This is an optimization exercise on Yosys and OpenROAD, whose aim is small area, a short achievable clock period and few clock cycles per item, not a production implementation. No run shown here included a check of the RTL's function; only the layout flow was run. No activity file was given, so power comes from the tool's default toggle rates.

==> flow/design.v <==
package fusion_pkg;
  typedef enum logic [1:0] {
    MODE_TRUNC    = 2'd0,
    MODE_ROUND    = 2'd1,
    MODE_PASS_NEW = 2'd2,
    MODE_PASS_OLD = 2'd3
  } mode_e;
  function automatic int beats_per_frame(input int image_dim, input int pixels_per_beat);
    beats_per_frame = (image_dim * image_dim) / pixels_per_beat;
  endfunction
  function automatic int cnt_width(input int n);
    cnt_width = (n > 1) ? $clog2(n) : 1;
  endfunction
endpackage
module fusion_lane
(
  input  logic       clk,
  input  logic       en,           
  input  logic       frc_one,      
  input  logic       frc_zero,     
  input  logic       c_half,       
  input  logic       c_pass,       
  input  logic       sel_y,        
  input  logic       sel_x,        
  input  logic       pass2,        
  input  logic [7:0] x_in,
  input  logic [7:0] y_in,
  input  logic [7:0] d_in,
  output logic [7:0] fused
);
  logic [7:0] deff;
  logic [7:0] pp0, pp1, pp2, pp3, pp4, pp5, pp6, pp7;
  logic [15:0] row_a, row_b, sum;
  logic [7:0] blend;
  logic s1, c2, s3, c4, s5, c6, s7, c8, s9, c10, s11, c12, s13, c14, s15, c16, s17, c18, s19, c20, s21, c22, s23, c24, s25, c26, s27, c28, s29, c30, s31, c32, s33, c34, s35, c36, s37, c38, s39, c40, s41, c42, s43, c44, s45, c46, s47, c48, s49, c50, s51, c52, s53, c54, s55, c56, s57, c58, s59, c60, s61, c62, s63, c64, s65, c66, s67, c68, s69, c70, s71, c72, s73, c74, s100, c101, s102, c103, s104, c105, s106, c107, s108, c109, s110, c111;
  logic r75, r76, r77, r78, r79, r80, r81, r82, r83, r84, r85, r86, r87, r88, r89, r90, r91, r92, r93, r94, r95, r96, r97, r98, r99;
  assign deff = d_in;
  assign pp0 = deff[0] ? y_in : x_in;
  assign pp1 = deff[1] ? y_in : x_in;
  assign pp2 = deff[2] ? y_in : x_in;
  assign pp3 = deff[3] ? y_in : x_in;
  assign pp4 = deff[4] ? y_in : x_in;
  assign pp5 = deff[5] ? y_in : x_in;
  assign pp6 = deff[6] ? y_in : x_in;
  assign pp7 = deff[7] ? y_in : x_in;
  logic pass1;
  logic [7:0] v;
  assign pass1 = sel_x | sel_y;
  assign v = sel_x ? x_in : y_in;
  assign s1 = pp0[6] ^ pp1[5];
  assign c2 = pp0[6] & pp1[5];
  assign s3 = (c_half ^ pp0[7]) ^ pp1[6];
  assign c4 = (c_half & pp0[7]) | (pp1[6] & (c_half ^ pp0[7]));
  assign s5 = (pp2[5] ^ pp3[4]) ^ pp4[3];
  assign c6 = (pp2[5] & pp3[4]) | (pp4[3] & (pp2[5] ^ pp3[4]));
  assign s7 = pp5[2] ^ pp6[1];
  assign c8 = pp5[2] & pp6[1];
  assign s9 = (pp1[7] ^ pp2[6]) ^ pp3[5];
  assign c10 = (pp1[7] & pp2[6]) | (pp3[5] & (pp1[7] ^ pp2[6]));
  assign s11 = (pp4[4] ^ pp5[3]) ^ pp6[2];
  assign c12 = (pp4[4] & pp5[3]) | (pp6[2] & (pp4[4] ^ pp5[3]));
  assign s13 = (pp2[7] ^ pp3[6]) ^ pp4[5];
  assign c14 = (pp2[7] & pp3[6]) | (pp4[5] & (pp2[7] ^ pp3[6]));
  assign s15 = pp0[4] ^ pp1[3];
  assign c16 = pp0[4] & pp1[3];
  assign s17 = (pp0[5] ^ pp1[4]) ^ pp2[3];
  assign c18 = (pp0[5] & pp1[4]) | (pp2[3] & (pp0[5] ^ pp1[4]));
  assign s19 = pp3[2] ^ pp4[1];
  assign c20 = pp3[2] & pp4[1];
  assign s21 = (pp2[4] ^ pp3[3]) ^ pp4[2];
  assign c22 = (pp2[4] & pp3[3]) | (pp4[2] & (pp2[4] ^ pp3[3]));
  assign s23 = (pp5[1] ^ pp6[0]) ^ s1;
  assign c24 = (pp5[1] & pp6[0]) | (s1 & (pp5[1] ^ pp6[0]));
  assign s25 = (pp7[0] ^ c2) ^ s7;
  assign c26 = (pp7[0] & c2) | (s7 & (pp7[0] ^ c2));
  assign s27 = s3 ^ s5;
  assign c28 = s3 & s5;
  assign s29 = (pp7[1] ^ c8) ^ c4;
  assign c30 = (pp7[1] & c8) | (c4 & (pp7[1] ^ c8));
  assign s31 = (c6 ^ s9) ^ s11;
  assign c32 = (c6 & s9) | (s11 & (c6 ^ s9));
  assign s33 = (pp5[4] ^ pp6[3]) ^ pp7[2];
  assign c34 = (pp5[4] & pp6[3]) | (pp7[2] & (pp5[4] ^ pp6[3]));
  assign s35 = (c10 ^ c12) ^ s13;
  assign c36 = (c10 & c12) | (s13 & (c10 ^ c12));
  assign s37 = (pp3[7] ^ pp4[6]) ^ pp5[5];
  assign c38 = (pp3[7] & pp4[6]) | (pp5[5] & (pp3[7] ^ pp4[6]));
  assign s39 = (pp6[4] ^ pp7[3]) ^ c14;
  assign c40 = (pp6[4] & pp7[3]) | (c14 & (pp6[4] ^ pp7[3]));
  assign s41 = (pp4[7] ^ pp5[6]) ^ pp6[5];
  assign c42 = (pp4[7] & pp5[6]) | (pp6[5] & (pp4[7] ^ pp5[6]));
  assign s43 = pp0[3] ^ pp1[2];
  assign c44 = pp0[3] & pp1[2];
  assign s45 = (pp2[2] ^ pp3[1]) ^ pp4[0];
  assign c46 = (pp2[2] & pp3[1]) | (pp4[0] & (pp2[2] ^ pp3[1]));
  assign s47 = (pp5[0] ^ c16) ^ s19;
  assign c48 = (pp5[0] & c16) | (s19 & (pp5[0] ^ c16));
  assign s49 = (c20 ^ c18) ^ s21;
  assign c50 = (c20 & c18) | (s21 & (c20 ^ c18));
  assign s51 = (c22 ^ c24) ^ s25;
  assign c52 = (c22 & c24) | (s25 & (c22 ^ c24));
  assign s53 = (c26 ^ c28) ^ s29;
  assign c54 = (c26 & c28) | (s29 & (c26 ^ c28));
  assign s55 = (s33 ^ c30) ^ c32;
  assign c56 = (s33 & c30) | (c32 & (s33 ^ c30));
  assign s57 = (c34 ^ s37) ^ c36;
  assign c58 = (c34 & s37) | (c36 & (c34 ^ s37));
  assign s59 = (pp7[4] ^ c38) ^ s41;
  assign c60 = (pp7[4] & c38) | (s41 & (pp7[4] ^ c38));
  assign s61 = (pp5[7] ^ pp6[6]) ^ pp7[5];
  assign c62 = (pp5[7] & pp6[6]) | (pp7[5] & (pp5[7] ^ pp6[6]));
  assign s63 = (pp0[2] ^ pp1[1]) ^ pp2[0];
  assign c64 = (pp0[2] & pp1[1]) | (pp2[0] & (pp0[2] ^ pp1[1]));
  assign s65 = (pp2[1] ^ pp3[0]) ^ s43;
  assign c66 = (pp2[1] & pp3[0]) | (s43 & (pp2[1] ^ pp3[0]));
  assign s67 = (c44 ^ s15) ^ s45;
  assign c68 = (c44 & s15) | (s45 & (c44 ^ s15));
  assign s69 = (c46 ^ s17) ^ s47;
  assign c70 = (c46 & s17) | (s47 & (c46 ^ s17));
  assign s71 = (c42 ^ s61) ^ c60;
  assign c72 = (c42 & s61) | (c60 & (c42 ^ s61));
  assign s73 = (pp6[7] ^ pp7[6]) ^ c62;
  assign c74 = (pp6[7] & pp7[6]) | (c62 & (pp6[7] ^ pp7[6]));
  logic [6:0] low_sum;
  assign low_sum = {1'b0, c68, c66, c64, s63, pp0[1], pp0[0]} + {1'b0, s69, s67, s65, 1'b0, pp1[0], 1'b0};
  assign s100 = (r75 ^ r76) ^ r77;
  assign c101 = (r75 & r76) | (r77 & (r75 ^ r76));
  assign s102 = (r79 ^ r80) ^ r81;
  assign c103 = (r79 & r80) | (r81 & (r79 ^ r80));
  assign s104 = (r82 ^ r83) ^ r84;
  assign c105 = (r82 & r83) | (r84 & (r82 ^ r83));
  assign s106 = (r85 ^ r86) ^ r87;
  assign c107 = (r85 & r86) | (r87 & (r85 ^ r86));
  assign s108 = (r88 ^ r89) ^ r90;
  assign c109 = (r88 & r89) | (r90 & (r88 ^ r89));
  assign s110 = (r91 ^ r92) ^ r93;
  assign c111 = (r91 & r92) | (r93 & (r91 ^ r92));
  assign row_a = {1'b0, r97, r95, c111, c109, c107, c105, c103, c101, s100, 1'b0, 1'b0, 1'b0, 1'b0, 1'b0, 1'b0};
  assign row_b = {1'b0, r98, r96, r94, s110, s108, s106, s104, s102, r78, 1'b0, 1'b0, 1'b0, 1'b0, 1'b0, 1'b0};
  logic [10:0] sum_hi;
  assign sum_hi = {row_a[15:6], 1'b1} + {row_b[15:6], r99};
  assign sum = {sum_hi[10:1], 6'b0};
  assign blend = sum[15:8];
  always_ff @(posedge clk) begin
    if (en) begin
      r75 <= pass1 ? v[0] : c48;
      r76 <= s49;
      r77 <= pass1 ? v[1] : s23;
      r78 <= c70;
      r79 <= pass1 ? v[2] : c50;
      r80 <= s51;
      r81 <= pass1 ? v[3] : s27;
      r82 <= c52;
      r83 <= s53;
      r84 <= s31;
      r85 <= c54;
      r86 <= s55;
      r87 <= s35;
      r88 <= c56;
      r89 <= s57;
      r90 <= pass1 ? v[4] : s39;
      r91 <= c58;
      r92 <= s59;
      r93 <= pass1 ? v[5] : c40;
      r94 <= s71;
      r95 <= c72;
      r96 <= s73;
      r97 <= pass1 ? v[6] : pp7[7];
      r98 <= pass1 ? v[7] : c74;
      r99 <= low_sum[6];
    end
  end
  logic [7:0] res;
  assign res = pass2 ? {r98, r97, r93, r90, r81, r79, r77, r75} : blend;
  always_ff @(posedge clk)
    if (en) fused <= res;
endmodule
module fusion_blend_v2
#(
  parameter int PIXELS_PER_BEAT = 16,
  parameter int PIX_W           = 8,
  parameter int WGT_W           = 8,
  parameter int IMAGE_DIM       = 512
) (
  input  logic                             clk,
  input  logic                             rst,
  input  logic [1:0]                       mode,
  input  logic                             in_valid,
  output logic                             in_ready,
  input  logic [PIX_W*PIXELS_PER_BEAT-1:0] old_frame,
  input  logic [PIX_W*PIXELS_PER_BEAT-1:0] new_frame,
  input  logic [WGT_W*PIXELS_PER_BEAT-1:0] weight,
  output logic                             out_valid,
  input  logic                             out_ready,
  output logic [PIX_W*PIXELS_PER_BEAT-1:0] fused_frame,
  output logic                             out_last,
  output logic                             frame_done
);
  localparam int BPF   = fusion_pkg::beats_per_frame(IMAGE_DIM, PIXELS_PER_BEAT);
  localparam int CNT_W = fusion_pkg::cnt_width(BPF);
  localparam logic [CNT_W-1:0] LAST_IDX = CNT_W'(BPF - 1);
  localparam int NST = 2;    
  localparam bit PASSMUX = 1;
  logic             en, acc, out_hs, first_beat, is_last, hold0;
  logic             mode_ok_q, mode_ok_d, first_q, first_d, hold0_q;
  logic [NST-1:0]   v_q, last_q;
  logic             done_q;
  logic [CNT_W-1:0] cnt_q;
  assign en     = !v_q[NST-1] || out_ready;
  assign out_hs = v_q[NST-1] && out_ready;
  assign is_last = (cnt_q == LAST_IDX);
  assign first_beat = first_q;
  assign hold0      = hold0_q;
  assign in_ready   = en && !hold0;
  assign acc        = in_valid && in_ready;
  always_comb begin
    first_d   = first_q;
    mode_ok_d = mode_ok_q;
    if (in_valid && hold0) mode_ok_d = 1'b1;
    if (acc) begin
      first_d = is_last;
      if (first_beat) mode_ok_d = 1'b0;
    end
  end
  always_ff @(posedge clk) begin
    if (rst) begin
      mode_ok_q <= 1'b0;
      first_q   <= 1'b1;
      hold0_q   <= 1'b1;
      cnt_q     <= '0;
      v_q       <= '0;
      done_q    <= 1'b0;
    end else begin
      mode_ok_q <= mode_ok_d;
      first_q   <= first_d;
      hold0_q   <= first_d && !mode_ok_d;
      if (acc) cnt_q <= is_last ? '0 : cnt_q + CNT_W'(1);
      if (en) v_q <= NST'({v_q, in_valid && !hold0});
      done_q <= out_hs && last_q[NST-1];
    end
  end
  always_ff @(posedge clk)
    if (en) last_q <= NST'({last_q, is_last});
  logic p_new, p_old, c_half, c_pass, frc_one, frc_zero, sel_x, sel_y;
  always_ff @(posedge clk) begin
    if (rst) begin
      p_new    <= 1'b0;
      p_old    <= 1'b0;
      c_half   <= 1'b0;
      c_pass   <= 1'b0;
    end else if (in_valid && hold0) begin
      p_new    <= (mode == 2'd2);
      p_old    <= (mode == 2'd3);
      c_half   <= PASSMUX ? (mode == 2'd1) : (mode != 2'd0);
      c_pass   <= !PASSMUX && mode[1];
    end
  end
  assign frc_one  = !PASSMUX && p_new;
  assign frc_zero = !PASSMUX && p_old;
  assign sel_y    = PASSMUX && p_new;
  assign sel_x    = PASSMUX && p_old;
  logic pass2_q;
  always_ff @(posedge clk)
    if (en) pass2_q <= p_new || p_old;
  for (genvar i = 0; i < PIXELS_PER_BEAT; i++) begin : g_lane
    fusion_lane u_lane (
      .clk      (clk),
      .en       (en),
      .frc_one  (frc_one),
      .frc_zero (frc_zero),
      .c_half   (c_half),
      .c_pass   (c_pass),
      .sel_y    (sel_y),
      .sel_x    (sel_x),
      .pass2    (pass2_q),
      .x_in     (old_frame[i*PIX_W +: PIX_W]),
      .y_in     (new_frame[i*PIX_W +: PIX_W]),
      .d_in     (weight[i*WGT_W +: WGT_W]),
      .fused    (fused_frame[i*PIX_W +: PIX_W])
    );
  end
  assign out_valid  = v_q[NST-1];
  assign out_last   = last_q[NST-1];
  assign frame_done = done_q;
endmodule
==> flow/flow/run.sh <==
#!/bin/bash
# Own layout flow: the standard layout (standard.sh, unchanged synthesis and steps), with
# the port buffers that global placement inserts made plain buffers instead of the default
# delay-buffer cell. Every input and output port still gets its own buffer.
set -euo pipefail
export BUFFER_PORTS_ARGS="-buffer_cell sky130_fd_sc_hd__buf_2"
bash standard.sh > standard.log 2>&1
==> flow/standard.sh <==
#!/bin/bash
# synth_recipe.tcl (not shown) runs the flow's synth.tcl, then flattens the netlist and writes it again
# the make line also repeats each setting of config.mk as NAME=value (left out here)
make -C /OpenROAD-flow-scripts/flow DESIGN_CONFIG=/design/flow/config.mk WORK_HOME=/design/flow/orfs CLKGATE_MAP_FILE= SYNTH_SCRIPT=/design/flow/synth_recipe.tcl "${@:-finish}"
==> flow/config.mk <==
export PLATFORM = sky130hd
export DESIGN_NAME = fusion_blend_v2
export DESIGN_NICKNAME = fusion_blend_v2
export VERILOG_FILES = /design/flow/design.v
export SDC_FILE = /design/flow/constraint.sdc
export NUM_CORES = 4
export LEC_CHECK = 0
export CAP_MARGIN = 20
export CORE_MARGIN = 2
export CORE_UTILIZATION = 65
export PLACE_DENSITY = 0.72
export SETUP_SLACK_MARGIN = 2.4
export SLEW_MARGIN = 20
==> flow/constraint.sdc <==
create_clock -name core_clock -period 5.5 [get_ports {clk}]
set_input_delay 1.1000 -clock core_clock [delete_from_list [all_inputs] [get_ports {clk}]]
set_output_delay 1.1000 -clock core_clock [all_outputs]
set_load 0.01 [all_outputs]
==> run summary, run 1 <==
- Status: no timing/DRC/antenna violations
- Synth warn: 2
- CTS tree: built
- Top post-synthesis cells by area: edfxtp_1, fa_1, mux2_2
- Dominant cell by count in the synthesized netlist: fa_1
- Residual overflow from global routing: 0
- Hold Vio Cnt, Final: 0
- Cts hold-fix bufs: 0
- CP endpoint kind: flop
- Row count: 105
- Number of synthesized flops with an enable pin: 531
- CP Class: in -> reg
- Post-synth ARST share: 0
- Ys flop type: edfxtp_1
- Post-synth top cells: fa_1, mux2i_1, mux2_2, edfxtp_1, inv_1
- DRT Wirelength: 126000 um
- Yosys cell types: 52
- Top-area cell type share of the netlist area: 0.298
- Worst-case clock skew: 27.7 ps
- Total GRT Usage: 0.299
- Global-route wire length before repair: 200000 um
- DIE WIDTH: 291 um
- DRT Pass-1 Iters: 7
- Pwr Density: 447 mW/mm2
- Clock transition at path regs: 60 ps
- Routed Antenna Nets: 0
- Gpl congestion: 0.926
- Mean Syn Cell Area: 11.7 um2
- Max reg flops: 128
- Worst-path maximum fanout: 8
- Leak: 25.5 nW
- Root Driver: clkbuf_16
- CP Cell Sequence: buf_2 > mux2_4 > ha_4 > fa_1 > inv_1 > fa_1 > inv_1 > ha_1 > o21ai_1 > nand2b_1
- Unrepaired setup endpoints after global routing: no
- Via count: 34900
- Tcrit/Tclk final: 0.548
- Max incr delay on CP: 470 ps
- DP Cell Count: 5780
- Final nets: 6051
- Worst slew margin relative to its limit: 0.279
- Initial antenna violation count: 80
- Reg with most FFs: g_lane.u_lane.fused
- Share of cells above drive strength 1: 0.267
- Port bufs: 521
- Worst path required time: 5860 ps
- Max_cap viols: 0
- Data arrival, critical path: 3370 ps
- Largest net degree at the start of global routing: 208
- Register area share after synthesis: 0.307
- Post-route insts no fill: 5958
- Number of global-route vias before repair: 36600
- Initial Util: 0.654
- Largest area contributor in the netlist: edfxtp_1
- Min Tclk post-route: 3010 ps
- Vias per cell: 5.86
- Slew Viols, Final: 0
- # DRC: 0
- Register bit total from synthesis: 554
- Die Ht: 291 um
- Die area: 0.0845 mm2
- CTS sink cnt: 554
- Fmax: 332 MHz
- Mapped Nets: 5846
- Final setup viols: 0
- Post-CTS Setup Repair Bufs: 0
- Layout area overhead: 10.3%
- Final Power: 26.4 mW
- Synth Cell Area: 0.0534 mm2
- Wire per inst: 21.1 um
- Maximum vdd drop: 0.297 mV
- Clock latency (worst-skew pair): 600 ps
- R2R setup slack: 2570 ps
- Hpwl dp: 95200 um
- Io pins: 522
- CTS HTree Levels: 3
- Slowest stage cell, crit path: fa_1
- Worst hold path type: reg -> reg
- Core area: 0.0817 mm2
- Synth Instances: 4575
- Worst slew pin tran: 1080 ps
- Worst-case clock buffer depth: 3
- 1st-iter DRT viols: 1899
- Total clock buffers created by CTS: 68
- Crit path launch type: input port
## worst paths after layout
kind                                  start                                  end  depth (start not counted)
min reg2reg             last_q[0]$_DFFE_PN_                  last_q[1]$_DFFE_PN_                          0
min                     last_q[0]$_DFFE_PN_                  last_q[1]$_DFFE_PN_                          0
max reg2reg  g_lane[6].u_lane.r81$_DFFE_PN_  g_lane[6].u_lane.fused[5]$_DFFE_PN_                          7
max                              weight[20]       g_lane[2].u_lane.r99$_DFFE_PN_                         10
## critical path: cells and delay by family
kind | cells | cell delay (ps)
adder cells (fa/ha/maj) | 4 | 1430
multiplexers | 1 | 340
buffers and inverters | 3 | 330
AO/OA/AOI/OAI | 1 | 90
AND/OR/NAND/NOR | 1 | 70
## cells by family (layout without fill, tap and decap cells)
family          Yosys count  in the layout  share of synthesized area
compound gates          516            516                     0.0585
xor+xnor                 82             82                     0.0134
fa+ha+maj               881            881                      0.289
buf+inv                 909           1165                     0.0649
flops                   554            554                      0.307
mux                    1127           1127                      0.224
other cells               0             57                          0
simple gates            506            506                     0.0427
## layer usage
metal / vias to the layer above / GRT usage / wire length (um)
li1: 16200 / - / -
met1: 17500 / 0.389 / 51400
met2: 921 / 0.491 / 61300
met3: 246 / 0.0636 / 8160
met4: 44 / 0.124 / 4540
met5: - / 0 / 282
## layout by cell type, fill, tap and decap left out, drive strengths merged, types with 4 or more instances in the layout
| cell type | Yosys | routed |
|---|---|---|
| clkinv | 0 | 30 |
| inv | 511 | 514 |
| and4 | 10 | 10 |
| nand3 | 21 | 21 |
| nand4 | 5 | 5 |
| o21ai | 273 | 273 |
| mux2 | 546 | 546 |
| a31o | 15 | 15 |
| fa | 592 | 592 |
| xor2 | 40 | 40 |
| o21bai | 14 | 14 |
| nor3 | 39 | 39 |
| a211oi | 42 | 42 |
| o31ai | 29 | 29 |
| diode | 0 | 57 |
| buf | 27 | 530 |
| mux2i | 581 | 581 |
| o21a | 17 | 17 |
| clkbuf | 371 | 85 |
| dfxtp | 23 | 23 |
| nor2b | 11 | 11 |
| nand2b | 40 | 40 |
| edfxtp | 531 | 531 |
| o31a | 9 | 9 |
| nor2 | 57 | 57 |
| a21o | 20 | 20 |
| a21oi | 62 | 62 |
| a2111oi | 12 | 12 |
| o211ai | 4 | 4 |
| a31oi | 12 | 12 |
| nand2 | 290 | 290 |
| xnor2 | 42 | 42 |
| and3 | 22 | 22 |
| ha | 289 | 289 |
## cell type report
cell class                      count  area, um2
Timing Repair Buffer              533       2780
Clock inverter                     39        303
Sequential cell                   554      16400
Clock buffer                       82       1780
Multi-Input combinational cell   3112      34300
Tap cell                         1070       1340
Fill cell                        5855      22800
Inverter                          511       1920
Antenna cell                       57        143
## what timing repair did
item / 4_1_cts / 5_1_grt
setup endpoints to repair: 0 / 9
hold endpoints to repair: 0 / 0
gates resized for setup: 0 / 11
## report_power, final
group / total [mW] / internal (mW) / switching, mW
combinational: 14.0 / 6.20 / 7.80
sequential: 8.15 / 7.25 / 0.899
clock: 4.22 / 2.45 / 1.77
total: 26.4 / 15.9 / 10.5
## through the flow
| step | setup TNS (ps) | cell area [um2] | worst slack [ps] | hold WS [ps] | utilization |
|---|---|---|---|---|---|
| 2_1_floorplan | -2207950 | 55600 | -4160 | 400 | - |
| 3_3_place_gp | 0 | 56700 | 1920 | 402 | 0.694 |
| 3_5_place_dp | 0 | 56700 | 1850 | 412 | 0.694 |
| 4_1_cts | 0 | 58800 | 2490 | 422 | 0.719 |
| 5_1_grt | 0 | 58900 | 2400 | 436 | 0.721 |
| 6_report | 0 | 58900 | 2490 | 421 | 0.721 |
==> inputs of run 2 (changes only) <==
--- a/flow/config.mk
+++ b/flow/config.mk
@@ -11,3 +11,3 @@
 export PLACE_DENSITY = 0.72
-export SETUP_SLACK_MARGIN = 2.4
+export SETUP_SLACK_MARGIN = 2.8
 export SLEW_MARGIN = 20
==> run 2 against run 1 <==
Still clean. Power up 7.2%. First-iteration DRC count decreased by 13%. Non-clock buffer count grew 41. Via count increased by 0.62%. Die area unchanged. Clock skew is 9.3 ps lower. Cell area rose by 3.6%. Sequential cell count unchanged. Global-route usage increased by 0.16 points. Core utilization is 2.6 points higher. Critical endpoint is now g_lane[0].u_lane.r99$_DFFE_PN_.
==> run summary, run 2 <==
- Slew Viols, Final: 0
- Reg with most FFs: g_lane.u_lane.fused
- Start point of the critical path: weight[4]
- Synth warn: 2
- CTS tree: built
- Dominant cell by count in the synthesized netlist: fa_1
- DIE WIDTH: 291 um
- Residual overflow from global routing: 0
- Port bufs: 521
- Largest net degree at the start of global routing: 232
- Worst path required time: 5850 ps
- Synth Cell Area: 0.0534 mm2
- Routed Antenna Nets: 0
- Vias per cell: 5.88
- DRT Wirelength: 127000 um
- Worst-path maximum fanout: 8
- Initial antenna violation count: 55
- Yosys cell types: 52
- 1st-iter DRT viols: 1652
- Unrepaired setup endpoints after global routing: yes
- Worst hold path type: reg -> reg
- Data arrival, critical path: 3230 ps
- Top-area cell type share of the netlist area: 0.298
- Worst hold slack: 428 ps
- Top post-synthesis cells by area: edfxtp_1, fa_1, mux2_2
- # fillers: 5596
- Final setup viols: 0
- Pre-CTS setup slack: 1870 ps
- Worst-case clock skew: 18.4 ps
- Via count: 35100
- Reg-to-reg startpoint: g_lane[7].u_lane.r77$_DFFE_PN_
- CP Cell Sequence: buf_12 > mux2_4 > ha_4 > fa_1 > inv_1 > fa_1 > inv_1 > ha_1 > o21ai_1 > nand2b_1
- Worst-case clock buffer depth: 3
- Register bit total from synthesis: 554
- Post-route core utilization: 0.747
- Share of cells above drive strength 1: 0.289
- Gpl congestion: 0.912
- CTS sink cnt: 554
- Tcrit/Tclk final: 0.524
- Hpwl dp: 93500 um
- Max reg flops: 128
- Total GRT Usage: 0.301
- Initial Util: 0.654
- DRT Pass-1 Iters: 5
- Die area: 0.0845 mm2
- Post-synth top cells: fa_1, mux2i_1, mux2_2, edfxtp_1, inv_1
- Mean Syn Cell Area: 11.7 um2
- Root Driver: clkbuf_16
- Hold Vio Cnt, Final: 0
- Layout area overhead: 14.3%
- Ys flop type: edfxtp_1
- # DRC: 0
- Max incr delay on CP: 490 ps
- Worst slew margin relative to its limit: 0.264
- Number of global-route vias before repair: 36800
- Post-synth ARST share: 0
- Post-route insts no fill: 5980
- Leading cell type in the layout, fill and taps excluded: fa_1
- Fmax: 347 MHz
- CP endpoint kind: flop
- Crit path launch type: input port
- Slowest stage cell, crit path: fa_1
- Status: no timing/DRC/antenna violations
- CP Class: in -> reg
- Die Ht: 291 um
- CTS HTree Levels: 3
- Pwr Density: 463 mW/mm2
- Synth Instances: 4575
- Worst Hold Launch: last_q[0]$_DFFE_PN_
- Leak: 26.3 nW
- Commonest cells after routing, fill and taps aside: fa_1, mux2i_1, edfxtp_1
- Clock transition at path regs: 60 ps
- Number of synthesized flops with an enable pin: 531
- Row count: 105
- Min Tclk post-route: 2880 ps
- Global-route wire length before repair: 202000 um
- Largest area contributor in the netlist: edfxtp_1
- Maximum vdd drop: 0.344 mV
- Total clock buffers created by CTS: 67
- Max_cap viols: 0
- Mapped Nets: 5846
- Worst slew pin tran: 1100 ps
- Final worst setup slack: 2620 ps
- Clock latency (worst-skew pair): 600 ps
- Register area share after synthesis: 0.307
- Wire per inst: 21.3 um
- DP Cell Count: 5777
- Core area: 0.0817 mm2
- Final nets: 6091
- Io pins: 522
run 2: cell counts after synthesis:
Identical to the previous run, type by type.
run 2: what timing repair did:
item                                    4_1_cts  5_1_grt
hold buffers                                  0        0
pin swaps                                    32       57
resized for setup                           344      162
endpoints found under the setup margin      222      234
gates cloned                                  0        1
hold endpoints to repair                      0        0
buffers inserted                             19       24
run 2: routing by layer:
| layer | global-route usage | wire, um |
|---|---|---|
| met1 | 0.391 | 51400 |
| met2 | 0.487 | 61600 |
| met3 | 0.0714 | 8840 |
| met4 | 0.128 | 5080 |
| met5 | 0 | 229 |
run 2: path summary, 6_finish.rpt:
check                                                      endpoint  slack, ps  cells past startpoint
worst max-delay path                 g_lane[0].u_lane.r99$_DFFE_PN_       2620                     10
worst min-delay path                            last_q[1]$_DFFE_PN_        430                      0
worst max register to register  g_lane[7].u_lane.fused[5]$_DFFE_PN_       2760                      7
worst min register to register                  last_q[1]$_DFFE_PN_        430                      0
run 2: cell families (layout without fill, tap and decap cells):
kind of cell | count (synthesis) | in the layout | share of synthesized area
compound gates | 516 | 516 | 0.0585
xor+xnor | 82 | 82 | 0.0134
fa+ha+maj | 881 | 881 | 0.289
buf+inv | 909 | 1205 | 0.0649
flops | 554 | 554 | 0.307
mux | 1127 | 1127 | 0.224
other cells | 0 | 39 | 0
simple gates | 506 | 506 | 0.0427
run 2: report_power, final:
group / leakage (nW) / internal (mW) / switching, mW
registers: 5.86 / 7.25 / 0.932
logic: 19.4 / 7.22 / 8.51
clock network: 1.04 / 2.58 / 1.79
run 2: critical path, delay by kind of cell:
kind	cells	cell delay [ps]
fa+ha+maj	4	1460
buf+inv	3	210
simple gates	1	80
mux	1	310
compound gates	1	70
run 2: per-stage QoR:
step,power (mW),cell area (um2),setup TNS (ps)
2_1_floorplan,18.2,55600,-2207950
3_3_place_gp,21.6,56600,0
3_5_place_dp,22.1,56600,0
4_1_cts,27.2,60000,0
5_1_grt,30.6,61100,0
6_report,28.3,61100,0
run 2: final cells by class:
class,count,area (um2),area share
antenna,39,97.6,0.00160
clock buffer,84,1810,0.0296
inverter,511,1920,0.0315
timing repair buffer,574,4160,0.0681
sequential,554,16400,0.269
multi-input combinational,3112,35000,0.573
tap,1070,1340,0.0219
clock inverter,36,347,0.00567
==> inputs of run 3 (changes only) <==
--- a/flow/config.mk
+++ b/flow/config.mk
@@ -11,3 +11,3 @@
 export PLACE_DENSITY = 0.72
-export SETUP_SLACK_MARGIN = 2.8
+export SETUP_SLACK_MARGIN = 2.6
 export SLEW_MARGIN = 20
==> run 3 against run 2 <==
Still clean. Fmax down 0.45%. Clock-buffer cell count unchanged. Die area unchanged. Via count down 0.80%. Clock skew down 0.57 ps. Critical path type unchanged. Highest routed layer unchanged.
==> run summary, run 3 <==
- Worst slew margin relative to its limit: 0.286
- CP Cell Sequence: buf_6 > mux2_2 > fa_1 > fa_1 > ha_1 > o21a_1 > o21ai_1 > nand2b_1
- Reg-to-reg endpoint: g_lane[15].u_lane.fused[5]$_DFFE_PN_
- CP endpoint kind: flop
- DRT Wirelength: 125000 um
- Initial Util: 0.654
- Worst path required time: 5850 ps
- DIE WIDTH: 291 um
- Unrepaired setup endpoints after global routing: yes
- Total clock buffers created by CTS: 67
- Mapped Nets: 5846
- Global-route wire length before repair: 199000 um
- Worst Reg-to-Reg Cells: 7
- Die Ht: 291 um
- WL met3: 8030 um
- Root Driver: clkbuf_16
- Leading cell type in the layout, fill and taps excluded: mux2i_1
- M1 WL: 51400 um
- Initial antenna violation count: 58
- Number of synthesized flops with an enable pin: 531
- Worst-case clock skew: 17.8 ps
- Seq. cell area: 0.0164 mm2
- Gpl congestion: 0.912
- Vias per cell: 5.87
- Largest area contributor in the netlist: edfxtp_1
- Hold Path Depth: 0
- R2R setup slack: 2680 ps
- Register area share after synthesis: 0.307
- Residual overflow from global routing: 0
- Share of cells above drive strength 1: 0.271
- Wire per inst: 21.1 um
- Worst hold slack: 431 ps
- CP Class: in -> reg
- DR WL met2: 60700 um
- Synth Cell Area: 0.0534 mm2
- Leak: 25.9 nW
- Min Tclk post-route: 2890 ps
- Yosys cell types: 52
- Clock transition at path regs: 60 ps
- Maximum vdd drop: 0.319 mV
- Hold Vio Cnt, Final: 0
- Pre-CTS setup slack: 1870 ps
- Post-CTS Setup Repair Bufs: 0
- Max reg flops: 128
- Dominant cell by count in the synthesized netlist: fa_1
- Crit path launch type: input port
- Post-synth top cells: fa_1, mux2i_1, mux2_2, edfxtp_1, inv_1
- Final setup viols: 0
- # DRC: 0
- Layout area overhead: 12.2%
- Top post-synthesis cells by area: edfxtp_1, fa_1, mux2_2
- Worst hold endpoint: last_q[1]$_DFFE_PN_
- Top-area cell type share of the netlist area: 0.298
- Cell mode on critical path: fa_1
- Mean Syn Cell Area: 11.7 um2
- CTS sink cnt: 554
- Reg-to-reg startpoint: g_lane[15].u_lane.r77$_DFFE_PN_
- Max incr delay on CP: 530 ps
- Slew Viols, Final: 0
- Data arrival, critical path: 3250 ps
- Status: no timing/DRC/antenna violations
- Multi-input gate area: 0.0344 mm2
- Max_cap viols: 0
- Ys flop type: edfxtp_1
- Worst Hold Launch: last_q[0]$_DFFE_PN_
- Hpwl dp: 93500 um
- Synth Instances: 4575
- DRT Pass-1 Iters: 5
- Highest layer used for signal routing: met5
- Reg with most FFs: g_lane.u_lane.fused
- Pwr Density: 448 mW/mm2
- Number of global-route vias before repair: 36500
- 1st-iter DRT viols: 1732
- Commonest cells after routing, fill and taps aside: mux2i_1, fa_1, edfxtp_1
- Slowest stage cell, crit path: fa_1
- Final worst setup slack: 2610 ps
- Io pins: 522
- Row count: 105
- Routed Antenna Nets: 0
- Worst-path maximum fanout: 8
- Fmax: 345 MHz
- # fillers: 5764
- Worst slew pin tran: 1070 ps
- CTS HTree Levels: 3
- Worst-case clock buffer depth: 3
- Tcrit/Tclk final: 0.526
- Total GRT Usage: 0.298
- Register bit total from synthesis: 554
- Via count: 34900
- Clock latency (worst-skew pair): 600 ps
- Largest net degree at the start of global routing: 232
- Port bufs: 521
- CTS tree: built
- Core area: 0.0817 mm2
- Die area: 0.0845 mm2
- Synth warn: 2
- Worst hold path type: reg -> reg
- Post-synth ARST share: 0
- Final nets: 6047
==> run 3: cell counts after synthesis <==
No cell type changed its count.
==> run 3: cell type report <==
cell class | instances | share of cell area
Clock buffer | 84 | 0.0301
Multi-Input combinational cell | 3112 | 0.574
Sequential cell | 554 | 0.274
Antenna cell | 43 | 0.00180
Tap cell | 1070 | 0.0223
Timing Repair Buffer | 530 | 0.0598
Clock inverter | 36 | 0.00578
Inverter | 511 | 0.0321
==> run 3: through the flow <==
step | cell area (um2) | TNS [ps] | power, mW | cells | util
finish | 59900 | 0 | 26.9 | 5940 | 0.734
floorplan | 55600 | -2207950 | 18.2 | 4575 | -
global placement | 56600 | 0 | 21.6 | 5777 | 0.693
detailed placement | 56600 | 0 | 22.1 | 5777 | 0.693
CTS | 59000 | 0 | 26.7 | 5897 | 0.722
global route | 59900 | 0 | 29.2 | 5933 | 0.733
==> run 3: worst max path at each step <==
stage	from	to	slack (ps)	cells after the start
6_report	weight[74]	g_lane[9].u_lane.r99$_DFFE_PN_	2610	8
5_1_grt	g_lane[15].u_lane.r77$_DFFE_PN_	g_lane[15].u_lane.fused[5]$_DFFE_PN_	2500	7
4_1_cts	g_lane[7].u_lane.r81$_DFFE_PN_	g_lane[7].u_lane.fused[5]$_DFFE_PN_	2580	7
3_5_place_dp	weight[97]	g_lane[12].u_lane.r99$_DFFE_PN_	1870	10
3_3_place_gp	weight[9]	g_lane[1].u_lane.r99$_DFFE_PN_	1920	10
2_1_floorplan	out_ready	g_lane[0].u_lane.fused[0]$_DFFE_PN_	-4160	2
==> run 3: repair_timing <==
item,in CTS,in global routing
hold buffers,0,0
gates resized for setup,67,319
setup endpoints to repair,24,203
pin swaps,1,11
cloned,0,0
==> run 3: critical path: cells and delay by family <==
kind / cells / cell delay, ps
AOI/OAI and AO/OA: 2 / 240
adders and majority gates: 3 / 1350
buffers and inverters: 1 / 130
muxes: 1 / 360
and+or+nand+nor: 1 / 70
==> run 3: cell families after synthesis <==
family | Yosys count | synth area share
AO/OA/AOI/OAI | 516 | 0.0585
multiplexers | 1127 | 0.224
XOR/XNOR | 82 | 0.0134
buffers and inverters | 909 | 0.0649
adder cells (fa/ha/maj) | 881 | 0.289
AND/OR/NAND/NOR | 506 | 0.0427
flip-flops | 554 | 0.307
==> run 3: where the power goes <==
part           internal (mW)  switching, mW  leakage (nW)
registers               7.25          0.907          5.86
logic                   6.38           7.97          19.0
clock network           2.58           1.78          1.04
==> run 3: metal layers <==
| layer | vias up | GRT usage |
|---|---|---|
| met5 | - | 0 |
| met4 | 36 | 0.127 |
| met3 | 255 | 0.0697 |
| met2 | 802 | 0.479 |
| met1 | 17600 | 0.389 |
| li1 | 16200 | - |
==> inputs of run 4 (changes only) <==
--- a/flow/flow/run.sh
+++ b/flow/flow/run.sh
@@ -5,3 +5,3 @@
 set -euo pipefail
-export BUFFER_PORTS_ARGS="-buffer_cell sky130_fd_sc_hd__buf_2"
+export BUFFER_PORTS_ARGS="-buffer_cell sky130_fd_sc_hd__buf_1"
 bash standard.sh > standard.log 2>&1
--- a/flow/config.mk
+++ b/flow/config.mk
@@ -11,3 +11,3 @@
 export PLACE_DENSITY = 0.72
-export SETUP_SLACK_MARGIN = 2.6
+export SETUP_SLACK_MARGIN = 2.4
 export SLEW_MARGIN = 20
==> run 4 against run 3 <==
Highest routed layer unchanged. Still clean on timing, DRC and antenna. Wire length shrank 0.42%. Non-clock buffer count grew 10. Sequential share of layout area grew 0.73 points.
==> run summary, run 4 <==
- Setup TNS: 0 ps
- GR Layer Usage met2: 0.494
- Hold Vio Cnt, Final: 0
- Largest net degree at the start of global routing: 170
- DRT Wirelength: 125000 um
- Synth warn: 2
- Ys flop type: edfxtp_1
- Max_cap viols: 0
- Wire per inst: 20.9 um
- Status: no timing/DRC/antenna violations
- Synth Cell Area: 0.0534 mm2
- Initial Util: 0.654
- Final nets: 6056
- # DRC: 0
- Clock latency (worst-skew pair): 620 ps
- Final setup viols: 0
- Crit path launch type: input port
- Top post-synthesis cells by area: edfxtp_1, fa_1, mux2_2
- Global-route wire length before repair: 199000 um
- CP Cell Sequence: buf_1 > mux2_2 > fa_1 > inv_1 > fa_1 > inv_1 > ha_1 > o21ai_1 > nand2b_1
- Register bit total from synthesis: 554
- Synth Instances: 4575
- Vias per cell: 5.88
- CP endpoint kind: flop
- Worst-case clock skew: 20.4 ps
- Met1 global-route usage: 0.389
- Share of cells above drive strength 1: 0.181
- Multi-input gate area: 0.0343 mm2
- Root Driver: clkbuf_16
- Die Ht: 291 um
- Residual overflow from global routing: 0
- Dominant cell by count in the synthesized netlist: fa_1
- NetSw: 10.5 mW
- Top-area cell type share of the netlist area: 0.298
- Min Tclk post-route: 3100 ps
- # fillers: 5903
- Core area: 0.0817 mm2
- DIE WIDTH: 291 um
- Gpl congestion: 0.920
- Max incr delay on CP: 530 ps
- Worst slew pin tran: 1060 ps
- DRT Pass-1 Iters: 5
- Grt peak-use layer: met2
- Worst path required time: 5850 ps
- Clock transition at path regs: 60 ps
- Largest area contributor in the netlist: edfxtp_1
- CP Class: in -> reg
- Worst hold path type: reg -> reg
- Seq. cell area: 0.0164 mm2
- Register area share after synthesis: 0.307
- Routed Antenna Nets: 0
- Initial antenna violation count: 66
- Post-CTS Setup Repair Bufs: 0
- Hpwl dp: 95300 um
- Port bufs: 521
- Number of synthesized flops with an enable pin: 531
- Seq pwr share: 0.313
- DP Cell Count: 5787
- Slowest stage cell, crit path: fa_1
- CTS tree: built
- Post-synth ARST share: 0
- Unrepaired setup endpoints after global routing: yes
- Switching Fraction: 0.401
- Commonest cells after routing, fill and taps aside: mux2i_1, fa_1, edfxtp_1
- Worst-case clock buffer depth: 3
- Io pins: 522
- Leak: 24.4 nW
- Clock power frac: 0.161
- Tcrit/Tclk final: 0.564
- CTS sink cnt: 554
- Data arrival, critical path: 3450 ps
- Slew Viols, Final: 0
- Via count: 34900
- Mean Syn Cell Area: 11.7 um2
- Max reg flops: 128
- Total GRT Usage: 0.297
- Leading cell type in the layout, fill and taps excluded: mux2i_1
- Row count: 105
- Number of global-route vias before repair: 36400
- Mapped Nets: 5846
- Combinational share of power: 0.526
- Internal cell power: 15.7 mW
- Worst-path maximum fanout: 8
- Post-synth top cells: fa_1, mux2i_1, mux2_2, edfxtp_1, inv_1
- Maximum vdd drop: 0.265 mV
- GR Util met3: 0.0582
- Die area: 0.0845 mm2
- Pwr Density: 448 mW/mm2
- CTS HTree Levels: 3
- Layout area overhead: 9.28%
- Post-route insts no fill: 5947
- Total clock buffers created by CTS: 66
- Yosys cell types: 52
- Worst slew margin relative to its limit: 0.296
- Reg with most FFs: g_lane.u_lane.fused
- 1st-iter DRT viols: 1834
- Fmax: 322 MHz
-- run 4: cell counts after synthesis --
No cell type changed its count.
-- run 4: cells by family after synthesis --
| group | after synthesis | share of synthesized area |
|---|---|---|
| mux | 1127 | 0.224 |
| compound gates | 516 | 0.0585 |
| simple gates | 506 | 0.0427 |
| xor+xnor | 82 | 0.0134 |
| buf+inv | 909 | 0.0649 |
| fa+ha+maj | 881 | 0.289 |
| flops | 554 | 0.307 |
-- run 4: per-stage QoR --
step           worst slack (ps)  utilization  total power [mW]  cell area, um2  hold WS (ps)
2_1_floorplan             -4160            -              18.2           55600           400
4_1_cts                    2360        0.712              26.3           58200           431
3_5_place_dp               1620        0.686              21.9           56100           429
6_report                   2400        0.715              26.2           58400           428
5_1_grt                    2330        0.714              28.5           58400           436
3_3_place_gp               1680        0.686              21.4           56100           413
-- run 4: what timing repair did --
item / 4_1_cts / 5_1_grt
hold buffers: 0 / 0
resized for setup: 51 / 53
endpoints found under the setup margin: 16 / 20
cloned: 0 / 0
-- run 4: path summary, 6_finish.rpt --
check	from	end	slack, ps	cells past startpoint
max	weight[69]	g_lane[8].u_lane.r99$_DFFE_PN_	2400	9
min	last_q[0]$_DFFE_PN_	last_q[1]$_DFFE_PN_	430	0
max reg2reg	g_lane[10].u_lane.r81$_DFFE_PN_	g_lane[10].u_lane.fused[5]$_DFFE_PN_	2530	7
min reg2reg	last_q[0]$_DFFE_PN_	last_q[1]$_DFFE_PN_	430	0
-- run 4: power by group through the flow --
stage	Clock (mW)	Sequential (mW)	Combinational (mW)
after floorplan	0	8.23	10.0
after global placement	0	8.23	13.2
after detailed placement	0	8.28	13.6
after CTS	4.33	8.20	13.7
after global routing	4.49	8.36	15.6
final	4.22	8.18	13.8
-- run 4: critical path: cells and delay by family --
family                   cells  cell delay (ps)
adder cells (fa/ha/maj)      3             1260
multiplexers                 1              420
buffers and inverters        3              530
AND/OR/NAND/NOR              1               60
AO/OA/AOI/OAI                1               70
-- run 4: layout make-up --
class	instances	share of cell area
well taps	1070	0.0229
diodes	45	0.00193
multi-input cells	3112	0.587
inverters	511	0.0329
clock inverters	36	0.00656
clock buffers	79	0.0291
flip-flops and latches	554	0.281
repair buffers	540	0.0387
-- run 4: per-layer routing --
layer  routed length (um)  vias to the layer above
met5                  312                        -
li1                     -                    16200
met3                 7550                      249
met4                 4280                       48
met2                60900                      890
met1                51600                    17500
==> inputs of run 5 (changes only) <==
--- a/flow/flow/run.sh
+++ b/flow/flow/run.sh
@@ -5,3 +5,3 @@
 set -euo pipefail
-export BUFFER_PORTS_ARGS="-buffer_cell sky130_fd_sc_hd__buf_1"
+export BUFFER_PORTS_ARGS="-buffer_cell sky130_fd_sc_hd__buf_2"
 bash standard.sh > standard.log 2>&1
--- a/flow/config.mk
+++ b/flow/config.mk
@@ -9,5 +9,7 @@
 export CORE_MARGIN = 2
-export CORE_UTILIZATION = 65
-export PLACE_DENSITY = 0.72
-export SETUP_SLACK_MARGIN = 2.4
+export CORE_UTILIZATION = 70
+export CTS_BUF_LIST = sky130_fd_sc_hd__clkbuf_8
+export CTS_CLUSTER_SIZE = 30
+export PLACE_DENSITY = 0.76
+export SETUP_SLACK_MARGIN = 2.7
 export SLEW_MARGIN = 20
==> run 5 against run 4 <==
Still clean on timing, DRC and antenna. Die area fell by 7.0%. Wire length rose by 1.6%. Fmax increased by 10%. Final cell count fell by 0.17%. Clock skew increased by 7.4 ps. Combinational power rose by 7%. Worst hold slack improved by 2.8 ps. Synthesized cell count unchanged. First-iteration DRC count is 23% higher. Critical endpoint is now g_lane[14].u_lane.r99$_DFFE_PN_.
==> run summary, run 5 <==
- Die Ht: 280 um
- DRT Wirelength: 127000 um
- DRT Pass-1 Iters: 5
- Post-route insts no fill: 5937
- Leak: 26.0 nW
- R2R setup slack: 2750 ps
- Number of global-route vias before repair: 36700
- Clock latency (worst-skew pair): 710 ps
- Worst-case clock buffer depth: 3
- CTS sink cnt: 554
- Worst Reg-to-Reg Cells: 7
- Final Power: 26.8 mW
- Yosys cell types: 52
- Worst hold endpoint: last_q[1]$_DFFE_PN_
- Maximum vdd drop: 0.269 mV
- Post-synth ARST share: 0
- Port bufs: 521
- Worst slew pin tran: 1130 ps
- Residual overflow from global routing: 0
- Largest net degree at the start of global routing: 141
- CTS tree: built
- Leading cell type in the layout, fill and taps excluded: mux2i_1
- Synth Instances: 4575
- Clock transition at path regs: 60 ps
- Worst-case clock skew: 27.8 ps
- Max_cap viols: 0
- DP Cell Count: 5696
- Slew Viols, Final: 0
- Status: no timing/DRC/antenna violations
- Synth Cell Area: 0.0534 mm2
- Final setup viols: 0
- Register bit total from synthesis: 554
- Share of cells above drive strength 1: 0.282
- Initial Util: 0.706
- Layout area overhead: 12.0%
- Min Tclk post-route: 2820 ps
- Fmax: 355 MHz
- Pwr Density: 447 mW/mm2
- Post-synth top cells: fa_1, mux2i_1, mux2_2, edfxtp_1, inv_1
- Hold Vio Cnt, Final: 0
- Io pins: 522
- Commonest cells after routing, fill and taps aside: mux2i_1, fa_1, edfxtp_1
- Reg-to-reg endpoint: g_lane[12].u_lane.fused[5]$_DFFE_PN_
- Largest area contributor in the netlist: edfxtp_1
- Total clock buffers created by CTS: 96
- Core area: 0.0757 mm2
- CP endpoint kind: flop
- DIE WIDTH: 280 um
- Crit path launch type: input port
- Tcrit/Tclk final: 0.513
- Row count: 101
- Register area share after synthesis: 0.307
- Via count: 35600
- Worst path required time: 5960 ps
- Final nets: 6095
- Worst Hold Launch: last_q[0]$_DFFE_PN_
- Reg with most FFs: g_lane.u_lane.fused
- Total GRT Usage: 0.322
- Reg-to-reg startpoint: g_lane[12].u_lane.r77$_DFFE_PN_
- Initial antenna violation count: 75
- Top-area cell type share of the netlist area: 0.298
- Routed Antenna Nets: 0
- Synth warn: 2
- Hpwl dp: 95300 um
- Top post-synthesis cells by area: edfxtp_1, fa_1, mux2_2
- Unrepaired setup endpoints after global routing: yes
- Global-route wire length before repair: 198000 um
- CP Class: in -> reg
- Setup TNS: 0 ps
- Number of synthesized flops with an enable pin: 531
- Max reg flops: 128
- CTS HTree Levels: 3
- Worst slew margin relative to its limit: 0.244
- Worst-path maximum fanout: 8
- Worst hold slack: 431 ps
- Data arrival, critical path: 3280 ps
- Gpl congestion: 0.929
- # DRC: 0
- Worst hold path type: reg -> reg
- Dominant cell by count in the synthesized netlist: fa_1
- Ys flop type: edfxtp_1
- Mapped Nets: 5846
- 1st-iter DRT viols: 2256
- Wire per inst: 21.3 um
- Cts hold-fix bufs: 0
- Die area: 0.0786 mm2
- Vias per cell: 5.99
- Root Driver: clkbuf_8
- Mean Syn Cell Area: 11.7 um2
- Hold Path Depth: 0
## run 5: metrics by stage
step,utilization,setup WS [ps],cell area (um2)
finish,0.790,2680,59800
global route,0.790,2560,59800
CTS,0.777,2630,58800
detailed placement,0.749,1860,56700
global placement,0.749,1910,56700
floorplan,-,-4160,55600
## run 5: layout make-up
type / count / area (um2)
Tap cell: 978 / 1220
Clock inverter: 77 / 563
Clock buffer: 99 / 1360
Multi-Input combinational cell: 3112 / 34500
Antenna cell: 57 / 143
Inverter: 511 / 1920
Fill cell: 4837 / 15900
Sequential cell: 554 / 16400
Timing Repair Buffer: 549 / 3660
## run 5: layer usage
| metal | share of wire | GRT usage | vias to the layer above |
|---|---|---|---|
| met5 | 0.0020 | 0 | - |
| met4 | 0.046 | 0.155 | 36 |
| met3 | 0.069 | 0.0679 | 329 |
| met2 | 0.48 | 0.517 | 1127 |
| met1 | 0.40 | 0.422 | 17800 |
| li1 | - | - | 16300 |
## run 5: where the power goes
| group | internal (mW) | total, mW | switching (mW) |
|---|---|---|---|
| combinational | 6.57 | 14.8 | 8.22 |
| clock | 2.06 | 3.83 | 1.77 |
| sequential | 7.24 | 8.14 | 0.893 |
## run 5: how the worst max path moves through the flow
stage,cells past startpoint,start,end,slack [ps]
after CTS,7,g_lane[12].u_lane.r77$_DFFE_PN_,g_lane[12].u_lane.fused[5]$_DFFE_PN_,2630
after global routing,7,g_lane[12].u_lane.r77$_DFFE_PN_,g_lane[12].u_lane.fused[5]$_DFFE_PN_,2560
final,8,weight[114],g_lane[14].u_lane.r99$_DFFE_PN_,2680
after floorplan,2,out_ready,g_lane[0].u_lane.fused[0]$_DFFE_PN_,-4160
after global placement,10,weight[9],g_lane[1].u_lane.r99$_DFFE_PN_,1910
after detailed placement,10,weight[67],g_lane[8].u_lane.r99$_DFFE_PN_,1860
## run 5: timing repair
action | in CTS | in global routing
pin swaps | 3 | 13
endpoints found under the hold margin | 0 | 0
resized for setup | 78 | 301
setup buffers | 0 | 8
setup endpoints to repair | 30 | 42
## run 5: critical path, cell delays in order
cell and delay (ps):
buf_2 230, mux2_2 390, fa_1 470, fa_1 490, ha_1 290, o21a_1 120
o21ai_1 120, nand2b_1 70
## run 5: cell families (layout without fill, tap and decap cells)
family                   count (synthesis)  after routing  share of synthesized area
multiplexers                          1127           1127                      0.224
XOR/XNOR                                82             82                     0.0134
flip-flops                             554            554                      0.307
other                                    0             57                          0
buffers and inverters                  909           1236                     0.0649
AND/OR/NAND/NOR                        506            506                     0.0427
adder cells (fa/ha/maj)                881            881                      0.289
AO/OA/AOI/OAI                          516            516                     0.0585
==> inputs of run 6 (changes only) <==
--- a/flow/config.mk
+++ b/flow/config.mk
@@ -7,3 +7,3 @@
 export LEC_CHECK = 0
-export CAP_MARGIN = 20
+export CAP_MARGIN = 5
 export CORE_MARGIN = 2
@@ -14,2 +14,2 @@
 export SETUP_SLACK_MARGIN = 2.7
-export SLEW_MARGIN = 20
+export SLEW_MARGIN = 5
==> run 6 against run 5 <==
Still clean on timing, DRC and antenna. Die area did not move. Combinational power hardly changed. Via count did not move. Largest cell class unchanged. Highest routed layer unchanged.
==> run summary, run 6 <==
- Reg with most FFs: g_lane.u_lane.fused
- Leak: 26.0 nW
- Slowest stage cell, crit path: fa_1
- Number of synthesized flops with an enable pin: 531
- 1st-iter DRT viols: 2256
- Largest net degree at the start of global routing: 141
- Slew Viols, Final: 0
- XOR/XNOR Fraction of Synth Area: 0.0134
- Post-DP Area: 0.0567 mm2
- Die area: 0.0786 mm2
- Cell area after layout: 0.0598 mm2
- Worst-case clock buffer depth: 3
- Worst slew pin tran: 1130 ps
- Residual overflow from global routing: 0
- Register bit total from synthesis: 554
- Synth Instances: 4575
- Vias per cell: 5.99
- Number of global-route vias before repair: 36700
- Internal cell power: 15.9 mW
- Cts hold-fix bufs: 0
- CP Cell Sequence: buf_2 > mux2_2 > fa_1 > fa_1 > ha_1 > o21a_1 > o21ai_1 > nand2b_1
- NetSw: 10.9 mW
- Layout area overhead: 12.0%
- Post-synth top cells: fa_1, mux2i_1, mux2_2, edfxtp_1, inv_1
- Yosys cell types: 52
- Pwr Density: 447 mW/mm2
- Final setup viols: 0
- Unrepaired setup endpoints after global routing: yes
- Max reg flops: 128
- Ys flop type: edfxtp_1
- Total clock buffers created by CTS: 96
- Maximum vdd drop: 0.269 mV
- Synth Area in Adders: 0.289
- # DRC: 0
- Worst Hold Launch: last_q[0]$_DFFE_PN_
- Dominant cell by count in the synthesized netlist: fa_1
- # fillers: 4837
- Routed Antenna Nets: 0
- CTS tree: built
- Seq pwr share: 0.304
- Worst slew margin relative to its limit: 0.244
- Initial antenna violation count: 75
- CP Class: in -> reg
- Crit path launch type: input port
- Mux cell area share after synthesis: 0.224
- Combinational share of power: 0.553
- Fmax: 355 MHz
- Worst-case clock skew: 27.8 ps
- Worst hold path type: reg -> reg
- Post-synth ARST share: 0
- Reg-to-reg startpoint: g_lane[12].u_lane.r77$_DFFE_PN_
- DIE WIDTH: 280 um
- Worst hold slack: 431 ps
- Data arrival, critical path: 3280 ps
- Commonest cells after routing, fill and taps aside: mux2i_1, fa_1, edfxtp_1
- Clock power frac: 0.143
- Synth Cell Area: 0.0534 mm2
- CTS HTree Levels: 3
- Register area share after synthesis: 0.307
- Worst path required time: 5960 ps
- Port bufs: 521
- Global-route wire length before repair: 198000 um
- Switching Fraction: 0.407
- Via count: 35600
- Root Driver: clkbuf_8
- Clock transition at path regs: 60 ps
- Final Power: 26.8 mW
- Top-area cell type share of the netlist area: 0.298
- Clock latency (worst-skew pair): 710 ps
- R2R setup slack: 2750 ps
- Core area: 0.0757 mm2
- Mean Syn Cell Area: 11.7 um2
- Row count: 101
- CTS sink cnt: 554
- Largest area contributor in the netlist: edfxtp_1
- Start point of the critical path: weight[114]
- Max incr delay on CP: 490 ps
- Initial Util: 0.706
- Max_cap viols: 0
- Mapped Nets: 5846
- Compound-Gate Fraction of Synth Area: 0.0585
- Post-route core utilization: 0.790
- Hpwl dp: 95300 um
- Worst-path maximum fanout: 8
- Synth warn: 2
- Cell mode on critical path: fa_1
- Top post-synthesis cells by area: edfxtp_1, fa_1, mux2_2
- Total GRT Usage: 0.322
- Min Tclk post-route: 2820 ps
- DRT Wirelength: 127000 um
- Tcrit/Tclk final: 0.513
- Die Ht: 280 um
- Hold Vio Cnt, Final: 0
- Largest family of logic cells by synthesized area: adder cells
- Status: no timing/DRC/antenna violations
- Setup TNS: 0 ps
- Wire per inst: 21.3 um
- Share of synthesized cell area in and, or, nand and nor gates: 0.0427
- Gpl congestion: 0.929
- Leading cell type in the layout, fill and taps excluded: mux2i_1
- Final nets: 6095
- CP endpoint kind: flop
- DRT Pass-1 Iters: 5
- Io pins: 522
- Share of cells above drive strength 1: 0.282
-- run 6: metal layers --
layer,track usage,vias up,routed length (um)
met3,0.0679,329,8710
met4,0.155,36,5780
met5,0,-,248
met1,0.422,17800,50800
met2,0.517,1127,61100
li1,-,16300,-
-- run 6: layout make-up --
cell class / count / area (um2) / area share
Clock inverter: 77 / 563 / 0.00941
Sequential cell: 554 / 16400 / 0.274
Multi-Input combinational cell: 3112 / 34500 / 0.577
Timing Repair Buffer: 549 / 3660 / 0.0613
Antenna cell: 57 / 143 / 0.00238
Clock buffer: 99 / 1360 / 0.0228
Tap cell: 978 / 1220 / 0.0205
Inverter: 511 / 1920 / 0.0321
-- run 6: logic make-up (layout without fill, tap and decap cells) --
family | count (synthesis) | count (layout)
compound gates | 516 | 516
xor+xnor | 82 | 82
fa+ha+maj | 881 | 881
buf+inv | 909 | 1236
flops | 554 | 554
mux | 1127 | 1127
other cells | 0 | 57
simple gates | 506 | 506
-- run 6: worst max-delay path, delay by kind of cell --
kind                       cells  cell delay, ps
AOI/OAI and AO/OA              2             240
adders and majority gates      3            1250
buffers and inverters          1             230
muxes                          1             390
and+or+nand+nor                1              70
-- run 6: power groups by stage --
stage / registers, mW / logic (mW) / clock network (mW)
2_1_floorplan: 8.23 / 9.99 / 0
3_3_place_gp: 8.16 / 13.4 / 0
3_5_place_dp: 8.21 / 13.9 / 0
4_1_cts: 8.15 / 14.2 / 3.91
5_1_grt: 8.34 / 16.6 / 4.06
6_report: 8.14 / 14.8 / 3.83
-- run 6: final timing paths --
path,cells after the start,end
max,8,g_lane[14].u_lane.r99$_DFFE_PN_
min reg2reg,0,last_q[1]$_DFFE_PN_
min,0,last_q[1]$_DFFE_PN_
max reg2reg,7,g_lane[12].u_lane.fused[5]$_DFFE_PN_
-- run 6: stage by stage --
step	instances	setup WS, ps
2_1_floorplan	4575	-4160
4_1_cts	5872	2630
3_3_place_gp	5696	1910
3_5_place_dp	5696	1860
6_report	5937	2680
5_1_grt	5928	2560
-- run 6: repair_timing --
action	in CTS	in global routing
setup endpoints to repair	30	42
pin swaps	3	13
gates resized for setup	78	301
setup buffers	0	8

-- static timing again, ports no longer ideal --
No port has a modelled driver above. Below, the same layouts with a new extraction and two added sets of constraints. Step 1 assumes that a clkbuf_16 drives the clock port and a buf_2 every other input. Step 2 adds t to the input delays and takes it off the output delays; t is the mean of the earliest and latest rising clock arrival at the registers after step 1. Input paths then give back, and output paths get back, about the clock's delay inside the block. Three values: ideal ports, drivers, drivers and shift; two values: the first two.
| run | t (ns) | setup slack, ns | worst setup path at the end |
|---|---|---|---|
| run 1 | 0.659 | 2.488 / 2.456 / 1.797 | input to register |
| run 2 | 0.659 | 2.618 / 2.567 / 1.909 | input to register |
| run 3 | 0.659 | 2.605 / 2.583 / 1.925 | input to register |
| run 4 | 0.675 | 2.398 / 2.440 / 1.765 | input to register |
| run 5 | 0.772 | 2.681 / 2.667 / 1.895 | input to register |
| run 6 | 0.772 | 2.681 / 2.667 / 1.895 | input to register |
After both steps every run listed still meets setup and hold.
